Background: an optimization exercise with open tools, aiming at small area. Do not read the settings as production practice. In this exercise RTL edits were held to simulation tests only and were not proved equivalent to the original.

## the baseline
==> flow/design.v (excerpt) <==
module fpu_top (
    input  logic             clk,
    input  logic             reset,
    input  logic [3:0]       op,
    input  logic             start,
    input  logic [31:0]      operand_a,
    input  logic [31:0]      operand_b,
    output logic             valid,
    output logic [31:0]      result
);
    logic        stage_valid;
    logic        stage_mul;
    logic        stage_sub;
    logic        stage_rz;
    logic [1:0]  stage_special;
    logic        stage_sign;
    logic [8:0]  stage_exponent;
    logic [22:0] stage_fraction_a;
    logic [26:0] stage_fraction_b;
    logic        calc_valid;
    logic        calc_rz;
    logic [1:0]  calc_special;
    logic        calc_sign;
    logic [9:0]  calc_exponent;
    logic [27:0] calc_fraction;
    operand_aligner operand_aligner (
        .clk              (clk),
        .reset            (reset),
        .op               (op),
        .start            (start),
        .operand_a        (operand_a),
        .operand_b        (operand_b),
        .stage_valid      (stage_valid),
        .stage_mul        (stage_mul),
        .stage_sub        (stage_sub),
        .stage_rz         (stage_rz),
        .stage_special    (stage_special),
        .stage_sign       (stage_sign),
        .stage_exponent   (stage_exponent),
        .stage_fraction_a (stage_fraction_a),
        .stage_fraction_b (stage_fraction_b)
    );
    calculation_unit calculation_unit (
        .clk                (clk),
        .reset              (reset),
  ...
Size: about 2600 cells after synthesis, about 21000 µm² of cells after synthesis.
export LEC_CHECK = 0
export ABC_AREA = 1
export CAP_MARGIN = 20
export CORE_MARGIN = 2
export CORE_UTILIZATION = 60
export CTS_BUF_LIST = sky130_fd_sc_hd__clkbuf_8
export GPL_TIMING_DRIVEN = 0
export PLACE_DENSITY = 0.72
export SLEW_MARGIN = 20
export SYNTH_HIERARCHICAL = 1
create_clock -name core_clock -period 10.0 [get_ports {clk}]
standard.sh (not shown) runs the stock make flow with config.mk's settings and CLKGATE_MAP_FILE= SYNTH_SCRIPT=/design/flow/synth_recipe.tcl, a recipe that flattens the netlist after the stock synthesis.
==> flow/flow/run.sh <==
#!/bin/bash
# Layout flow: the standard layout, except that
#  - synthesis maps the logic with an area-oriented ABC script
#    (flow/abc_area.script: area-only mapping) in place of ORFS's
#    delay-oriented one; everything else in synthesis, the registers
#    included, comes from the standard scripts unchanged;
#  - every input and output port still gets its own buffer, but a
#    sky130_fd_sc_hd__buf_1 instead of the larger cell buffer_ports picks.
set -euo pipefail
work=$(pwd)

# a private copy of the ORFS scripts with only the ABC script replaced
rm -rf "$work/scripts"
cp -r "$FLOW_HOME/scripts" "$work/scripts"
cp "$work/flow/abc_area.script" "$work/scripts/abc_area.script"

# synthesis with that copy, then the rest of the standard layout
bash "$work/standard.sh" SCRIPTS_DIR="$work/scripts" synth > "$work/synth.log" 2>&1
BUFFER_PORTS_ARGS="-buffer_cell sky130_fd_sc_hd__buf_1" bash "$work/standard.sh" finish > "$work/layout.log" 2>&1
==> flow/flow/abc_area.script <==
strash
dch
map -a
topo
dnsize -c
The following lists how the candidate was set up differently from the baseline:
- CTS_BUF_LIST removed (was sky130_fd_sc_hd__clkbuf_8)
- GPL_TIMING_DRIVEN removed (was 0)
==> flow/flow/run.sh <==
#!/bin/bash
# Layout flow: the standard layout, except that
#  - synthesis maps the logic with an area-oriented ABC script
#    (flow/abc_area.script: area-only mapping) in place of ORFS's
#    delay-oriented one, and extracts full/half adder cells only in the
#    adder modules fpu_fa and fpu_ha (the rest of the logic is left to ABC);
#    everything else in synthesis, the registers included, comes from the
#    standard scripts unchanged;
#  - every input and output port still gets its own buffer, but a
#    sky130_fd_sc_hd__buf_1 instead of the larger cell buffer_ports picks.
set -euo pipefail
work=$(pwd)

# a private copy of the ORFS scripts with only those two changes
rm -rf "$work/scripts"
cp -r "$FLOW_HOME/scripts" "$work/scripts"
cp "$work/flow/abc_area.script" "$work/scripts/abc_area.script"
sed -i 's/^  extract_fa {\*}\[dont_use_extract_fa_args\]$/  extract_fa {*}[dont_use_extract_fa_args] fpu_fa fpu_ha/' "$work/scripts/synth.tcl"
grep -q '^  extract_fa {\*}\[dont_use_extract_fa_args\] fpu_fa fpu_ha$' "$work/scripts/synth.tcl"

# synthesis with that copy, then the rest of the standard layout
bash "$work/standard.sh" SCRIPTS_DIR="$work/scripts" synth > "$work/synth.log" 2>&1
BUFFER_PORTS_ARGS="-buffer_cell sky130_fd_sc_hd__buf_1" bash "$work/standard.sh" finish > "$work/layout.log" 2>&1
==> flow/flow/abc_area.script <==
strash
dch
map -a
strash
dch
map -a
topo
dnsize -c
==> comparison <==
- The baseline and the candidate ended up with nearly the same hold slack.
- Having completed the whole flow, the candidate delivered a layout that passed the timing, DRC and antenna checks.
- Design area: higher on the baseline
- Sort the baseline and the candidate by final cell count, ascending, and the baseline comes first.
- Higher met1 track demand over resource was reported by the baseline, not the candidate.
- The baseline → the candidate: delay of the slowest cell on the worst path dropped 0.13 ns, share of synthesized cell area in and, or, nand and nor gates went up by 4.2 points, setup slack now larger.
- The met1 layer wirelength in the final routing of the candidate falls short of that of the baseline by 4.6%.
- Routed wire length (lower): the candidate
- Higher count of cells resized by post-cts repair goes to the baseline over the candidate.

what the ideal ports hide:
The flow's constraints put no driver on any port. The routed layouts listed below were extracted and timed again, unchanged, in two steps.
Step 1, drivers: a clkbuf_16 drives clk and a buf_2 each remaining input, both assumed.
Step 2, shift: input delay + t, output delay - t, t = (earliest + latest rising clock arrival at the registers) / 2. This alone moves slack from input paths to output paths.
Slacks: ideal ports / drivers / drivers and shift; pairs: ideal ports / drivers.
run | shift t [ns] | setup WS [ns] | worst setup path after step 2
the baseline | 0.429 | 0.435 / 0.435 / 0.325 | input to register
the candidate | 0.428 | 0.887 / 0.887 / 0.887 | register to register
After both steps every run listed still meets setup and hold. The setup slack of the baseline, which loses most, moves by 0.000 ns with the drivers and by -0.110 ns with both steps.
